Source: an optimization exercise on an open RTL-to-GDS flow (aim: small area, a short achievable clock period and few clock cycles per item). Production flows keep margins and buffers that such runs may drop. Only simulation tests tie the RTL to the original design; equivalence was not proved.

build 78:
Design ex_stage_muldiv, start of the top module:
module ex_stage_muldiv #(
  parameter int unsigned DATA_W  = 32,
  parameter int unsigned SHAMT_W = $clog2(DATA_W)
) (
  input  logic              clk,
  input  logic              rst_n,
  input  logic              pridictor_wrong,
  input  logic [3:0]        id_ex_alu_op,
  input  logic              id_ex_reg_dst,
  input  logic              id_ex_alu_src,
  input  logic              id_ex_mem_read,
  input  logic              id_ex_mem_write,
  input  logic              id_ex_mem_to_reg,
  input  logic              id_ex_reg_write,
  input  logic              id_ex_branch,
  input  logic              id_ex_branch_bne,
  input  logic [DATA_W-1:0] id_ex_reg_read_data1,
  input  logic [DATA_W-1:0] id_ex_reg_read_data2,
  input  logic [4:0]        id_ex_rs,
  input  logic [4:0]        id_ex_rt,
  input  logic [4:0]        id_ex_rd,
  input  logic [DATA_W-1:0] id_ex_sign_extended,
  input  logic [DATA_W-1:0] ex_mem_alu_result,
  input  logic [DATA_W-1:0] wb_write_data,
  input  logic [4:0]        ex_mem_rd,
  input  logic [4:0]        mem_wb_rd,
  input  logic              ex_mem_reg_write_in,
  input  logic              mem_wb_reg_write,
  output logic [DATA_W-1:0] ex_mem_alu_result_out,
  output logic [DATA_W-1:0] ex_mem_reg_read_data2,
  output logic [4:0]        ex_mem_rd_out,
  output logic              ex_mem_mem_read,
  output logic              ex_mem_mem_write,
  output logic              ex_mem_mem_to_reg,
  output logic              ex_mem_reg_write,
  output logic              ex_mem_branch,
  output logic              ex_mem_branch_bne,
  output logic [4:0]        id_ex_rt_out,
  output logic              id_ex_mem_read_out,
  output logic              ex_stall,
  output logic              md_busy
);
Size: roughly 200 flip-flops, ~290 I/O pins, about 0.027 mm^2 of cells after synthesis.
clock: 10.0 ns
lec_check: 0
cap_margin: 20
core_margin: 2
core_utilization: 40
setup_slack_margin: 3.0
slew_margin: 20
standard.sh (not shown) runs the stock make flow with config.mk's settings and CLKGATE_MAP_FILE= SYNTH_SCRIPT=/design/flow/synth_recipe.tcl, a recipe that flattens the netlist after the stock synthesis.
==> flow/flow/run.sh <==
#!/bin/bash
# Standard layout, except that the port buffers are buf_2 cells rather than the
# delay-cell buffers buffer_ports picks by default.
set -euo pipefail
export BUFFER_PORTS_ARGS="-buffer_cell sky130_fd_sc_hd__buf_2"
bash standard.sh > standard_flow.log 2>&1
Testbench counts of build 78, summed over its fixed seeds: cycles 7,077, instrs 4,816.
Modified inputs, build 60 compared to build 78
- swapping 3.0 for 4.5 in SETUP_SLACK_MARGIN
Looking at the reports, build 60 completed the entire flow and the layout it produced met the timing, DRC and antenna checks.
Measured against each other, build 78 and build 60 differ in share of the clock period used by the worst path, the higher figure coming from build 60.
Compared with build 78, in build 60 average wire per standard cell climbed 0.60 um, worst path buffer plus inverter count moved up, weighted congestion reported at the end of routability-driven placement essentially unchanged.
Input changes introduced in build 32 (baseline for comparison: build 60):
- SETUP_SLACK_MARGIN: 4.5 -> 3.0
- ABC_AREA: unset -> 1
[summary]
The count of inserted tapcells of build 32 is lower than that of build 60. Build 32 vs build 60, top layer used by detailed routing: met5 vs met4. Build 32 against build 60: data-path buffer share of cell area in the final layout shows a reduction of 6.1 points, count of distinct cell types in the synthesized netlist shrank by 32%, number of rows created at floorplan saw a decrease. Build 60 has a lower post-synthesis sequential area ratio than build 32. Going from build 60 to build 32, highest achievable clock rate moved up; finished layout cell area moved down.
> inputs changed (build 32 -> build 58)
- swapping 3.0 for 3.5 in SETUP_SLACK_MARGIN
Results
Of build 32 and build 58, the run reporting the lower global-route usage was build 32.
Lower wire length of the first global-routing pass among build 32 and build 58: build 32
met2 track utilization from global routing in build 58 is 0.50 points higher than in build 32
Delta (build 58 minus build 32): non-clock buffer count went up 39; die area held; ratio of cells with drive above 1 in the final layout went up 2.7 points.
Post-layout minimum cycle time ended up 0.47 ns lower on build 58 than on build 32.
Wire length in build 58 is about 1.2% above build 32.

afterwards: timing with drivers on the ports:
The flow's constraints put no driver on any port. The routed layouts listed below were extracted and timed again, unchanged, in two steps.
Step 1, drivers: a clkbuf_16 drives clk and a buf_2 each remaining input, both assumed.
Step 2 also shifts input and output timing later by t, the mid clock arrival at the registers, as if the neighbouring blocks saw the same clock.
a / b / c = ideal ports / drivers / drivers and shift; a / b = the first two.
run | t (ns) | slack for setup (ns) | worst register clock-pin slew, ns
build 78 | 0.560 | 3.116 / 3.116 / 2.582 | 0.09 / 0.09
build 60 | 0.562 | 3.063 / 3.063 / 3.063 | 0.09 / 0.09
build 32 | 0.589 | 3.133 / 3.150 / 2.585 | 0.09 / 0.09
build 58 | 0.590 | 3.604 / 3.604 / 3.090 | 0.10 / 0.10
After both steps every run listed still meets setup and hold. For build 32, which loses most, drivers alone change the setup slack by +0.017 ns; drivers and shift together by -0.548 ns.
